Context: an optimization exercise on an open-source flow, tuned for small area. The choices shown serve that exercise and are no tape-out recipe. Where RTL was checked, it was by simulation tests only, not by an equivalence proof against the original. Power figures rest on the tool's default switching activity, not on a simulated workload.

## adxl345_reader
module adxl345_reader (
    input  logic                  CLK,
    input  logic                  RESET,
    input  adxl_pkg::word_addr_t  raddr,
    output logic [31:0]           rdata,
    input  logic [6:0]            i2c_address,
    input  logic                  interval_enable,
    input  logic [31:0]           interval_cycles,
    input  logic                  single_request,
    output logic                  single_done,
    output adxl_pkg::byte_t       m_axis_tdata,
    output logic [7:0]            m_axis_tuser,
    output logic                  m_axis_tvalid,
    output logic                  m_axis_tlast,
    input  logic                  m_axis_tready,
    input  adxl_pkg::byte_t       s_axis_tdata,
    input  logic                  s_axis_tvalid,
    input  logic                  s_axis_tlast,
    output logic                  s_axis_tready
);
Size: roughly 1000 cells after synthesis, ~19000 um2 of cells after synthesis.
==> module adxl345_reader, before the edit <==
module adxl345_reader (
    input  logic                  CLK,
    input  logic                  RESET,
    input  adxl_pkg::word_addr_t  raddr,
    output logic [31:0]           rdata,
    input  logic [6:0]            i2c_address,
    input  logic                  interval_enable,
    input  logic [31:0]           interval_cycles,
    input  logic                  single_request,
    output logic                  single_done,
    output adxl_pkg::byte_t       m_axis_tdata,
    output logic [7:0]            m_axis_tuser,
    output logic                  m_axis_tvalid,
    output logic                  m_axis_tlast,
    input  logic                  m_axis_tready,
    input  adxl_pkg::byte_t       s_axis_tdata,
    input  logic                  s_axis_tvalid,
    input  logic                  s_axis_tlast,
    output logic                  s_axis_tready
);
    localparam int NB = 58;
    logic tv, s1, s0;
    logic st_len, st_ptr, st_read, st_rx;
    logic busy, rx_fire;
    assign st_len        = tv & ~s0;
    assign st_ptr        = tv & s0 & ~s1;
    assign st_read       = tv & s1;
    assign st_rx         = ~tv & s1;
    assign busy          = tv | s1;
    assign m_axis_tvalid = tv;
    assign m_axis_tlast  = s0;
    assign m_axis_tdata  = {2'b00, s1, s1, s1, 1'b0, s1, ~s0};
    assign s_axis_tready = st_rx;
    assign rx_fire       = st_rx & s_axis_tvalid;
    logic [19:0] count;
    logic        pending;
    logic        req;
    logic        single_q;
    logic        fire;
    logic        rst_q;
    assign fire = !busy && !req && (pending || (interval_enable && (rst_q || count == 20'd0)));
    always_ff @(posedge CLK) begin
        if (RESET) begin
            req     <= 1'b0;
            pending <= 1'b0;
        end else begin
            req     <= fire;
            pending <= single_request | (pending & ~fire);
        end
    end
    always_ff @(posedge CLK) begin
        if (busy || !interval_enable || fire) begin
            count <= interval_cycles[19:0];      
        end else begin
            count <= count - 20'd1;
        end
    end
    always_ff @(posedge CLK) begin
        if (fire) single_q <= pending;
    end
    always_ff @(posedge CLK) begin
        if (RESET) begin
            tv <= 1'b0;
            s1 <= 1'b0;
            s0 <= 1'b0;
        end else begin
            tv <= (!busy && req) | (tv && !(st_read && m_axis_tready));
            s0 <= tv && (s1 ? !m_axis_tready : (s0 || m_axis_tready));
            s1 <= (st_ptr && m_axis_tready) | (s1 && !(rx_fire && s_axis_tlast));
        end
    end
    always_ff @(posedge CLK) begin
        single_done <= !RESET && rx_fire && s_axis_tlast && single_q;
    end
    logic [6:0] addr_q;
    always_ff @(posedge CLK) begin
        if (!busy) addr_q <= i2c_address;
    end
    assign m_axis_tuser = {addr_q, s1};
    logic [7:0] wd, wd2;
    logic       wr, wr2;
    logic [5:0] wp;        
    logic [5:0] wp_inc;
    assign wp_inc = wp + 6'd1;
    logic [3:0] raddr_q;
    always_ff @(posedge CLK) begin
        wd      <= s_axis_tdata;
        wd2     <= wd;
        wr      <= !RESET && rx_fire;
        wr2     <= wr;
        rst_q   <= RESET;
        raddr_q <= raddr;
        if (st_len)   wp <= '0;
        else if (wr2) wp <= wp_inc;
    end
    logic [5:0] hw;
    always_ff @(posedge CLK) begin
        if (rst_q)                 hw <= '0;
        else if (wr2 && wp == hw)  hw <= wp_inc;
    end
    logic [7:0] mem [NB];
    for (genvar k = 0; k < NB; k++) begin : g_byte
        always_ff @(posedge CLK) begin
            if (wr2 && wp == 6'(k)) mem[k] <= wd2;
        end
    end
    logic [8*NB-1:0] mem_flat;
    for (genvar k = 0; k < NB; k++) begin : g_flat
        assign mem_flat[8*k +: 8] = mem[k];
    end
    adxl_host_read u_host (
        .raddr_q(raddr_q), .hw(hw), .rst_q(rst_q),
        .mem_flat(mem_flat), .rdata(rdata)
    );
endmodule
export LEC_CHECK = 0
export CAP_MARGIN = 20
export CORE_MARGIN = 2
export CORE_UTILIZATION = 55
export PLACE_DENSITY = 0.7
export SLEW_MARGIN = 20
create_clock -name core_clock -period 10.0 [get_ports {CLK}]
standard.sh (not shown) runs the stock make flow with config.mk's settings and CLKGATE_MAP_FILE= SYNTH_SCRIPT=/design/flow/synth_recipe.tcl, a recipe that flattens the netlist after the stock synthesis.
==> flow/flow/run.sh <==
#!/bin/bash
# Layout flow: the standard flow (standard.sh) with
#  - a gate-level read multiplexer and an area-oriented ABC mapping in
#    synthesis (flow/synth.tcl); registers are
#    mapped before ABC, so they are the standard synthesis's, and
#    match_names.py gives them the standard synthesis's instance names;
#  - the smallest buffer on the ports;
#  - a clock tree of small (clkbuf_4) leaf buffers without dummy loads.
set -euo pipefail
W=$(pwd)
R=$W/orfs/results/$FLOW_PLATFORM/adxl345_reader/base
KNOBS=(
  BUFFER_PORTS_ARGS="-buffer_cell sky130_fd_sc_hd__buf_1"
  CTS_ARGS="-sink_clustering_enable -repair_clock_nets -sink_clustering_size 10 -sink_clustering_max_diameter 50 -buf_list sky130_fd_sc_hd__clkbuf_4 -dont_use_dummy_load"
)
# standard synthesis, kept for its register names
bash standard.sh synth > "$W/std_synth.log" 2>&1
cp "$R/1_2_yosys.v" "$W/std_synth.v"
rm -f "$R/1_2_yosys.v" "$R/1_synth.odb" "$R/1_synth.sdc"
# area-oriented synthesis
bash standard.sh SYNTH_SCRIPT="$W/flow/synth.tcl" "${KNOBS[@]}" "$R/1_2_yosys.v" > "$W/area_synth.log" 2>&1
python3 "$W/flow/match_names.py" "$W/std_synth.v" "$R/1_2_yosys.v" > "$W/match_names.log" 2>&1
bash standard.sh SYNTH_SCRIPT="$W/flow/synth.tcl" "${KNOBS[@]}" finish > "$W/standard.log" 2>&1
Other scripts of this flow, unchanged in this note and not shown: flow/flow/gen_rdmux.py, flow/flow/match_names.py, flow/flow/synth.tcl
Change:
--- a/flow/design.v
+++ b/flow/design.v
@@ -67,32 +67,30 @@
 );
     localparam int NB = 58;
     logic tv, s1, s0;
     logic st_len, st_ptr, st_read, st_rx;
-    logic busy, rx_fire;
+    logic busy, seq_idle, rx_fire;
     assign st_len        = tv & ~s0;
     assign st_ptr        = tv & s0 & ~s1;
     assign st_read       = tv & s1;
     assign st_rx         = ~tv & s1;
-    assign busy          = tv | s1;
+    assign busy          = tv | s1 | s0;      
+    assign seq_idle      = ~tv & ~s1;         
     assign m_axis_tvalid = tv;
     assign m_axis_tlast  = s0;
     assign m_axis_tdata  = {2'b00, s1, s1, s1, 1'b0, s1, ~s0};
     assign s_axis_tready = st_rx;
     assign rx_fire       = st_rx & s_axis_tvalid;
     logic [19:0] count;
     logic        pending;
-    logic        req;
     logic        single_q;
     logic        fire;
     logic        rst_q;
-    assign fire = !busy && !req && (pending || (interval_enable && (rst_q || count == 20'd0)));
+    assign fire = !busy && (pending || (interval_enable && (rst_q || count == 20'd0)));
     always_ff @(posedge CLK) begin
         if (RESET) begin
-            req     <= 1'b0;
             pending <= 1'b0;
         end else begin
-            req     <= fire;
             pending <= single_request | (pending & ~fire);
         end
     end
     always_ff @(posedge CLK) begin
@@ -110,19 +108,19 @@
             tv <= 1'b0;
             s1 <= 1'b0;
             s0 <= 1'b0;
         end else begin
-            tv <= (!busy && req) | (tv && !(st_read && m_axis_tready));
-            s0 <= tv && (s1 ? !m_axis_tready : (s0 || m_axis_tready));
+            tv <= (seq_idle && s0) | (tv && !(st_read && m_axis_tready));
+            s0 <= fire || (tv && (s1 ? !m_axis_tready : (s0 || m_axis_tready)));
             s1 <= (st_ptr && m_axis_tready) | (s1 && !(rx_fire && s_axis_tlast));
         end
     end
     always_ff @(posedge CLK) begin
         single_done <= !RESET && rx_fire && s_axis_tlast && single_q;
     end
     logic [6:0] addr_q;
     always_ff @(posedge CLK) begin
-        if (!busy) addr_q <= i2c_address;
+        if (seq_idle) addr_q <= i2c_address;
     end
     assign m_axis_tuser = {addr_q, s1};
     logic [7:0] wd, wd2;
     logic       wr, wr2;
Synthesized cell count grows by 1.4%.
Non-clock buffer count stays the same.
Clock power shrinks by about 2%.
Power decreases by 0.39%.
Design area drops by 0.43%.
Only the layout flow was run in the second run of this note; the RTL was not checked for function there.

==> static timing again, ports no longer ideal <==
The flow's constraints put no driver on any port. The routed layouts listed below were extracted and timed again, unchanged, in two steps. Step 1 assumes that a clkbuf_16 drives the clock port and a buf_2 every other input. Step 2 times the ports against the registers' clock, not the clock port: input delays grow and output delays shrink by t, the midpoint of the rising clock arrivals with the driver on. Three values: ideal, step 1, step 2; two values: the first two.
run	shift t [ns]	setup slack, ns	hold WS [ns]
the first run	0.814	4.195 / 4.146 / 4.960	0.324 / 0.324 / 0.324
the second run	0.765	4.673 / 4.630 / 5.395	0.330 / 0.330 / 0.330
After both steps every run listed still meets setup and hold.
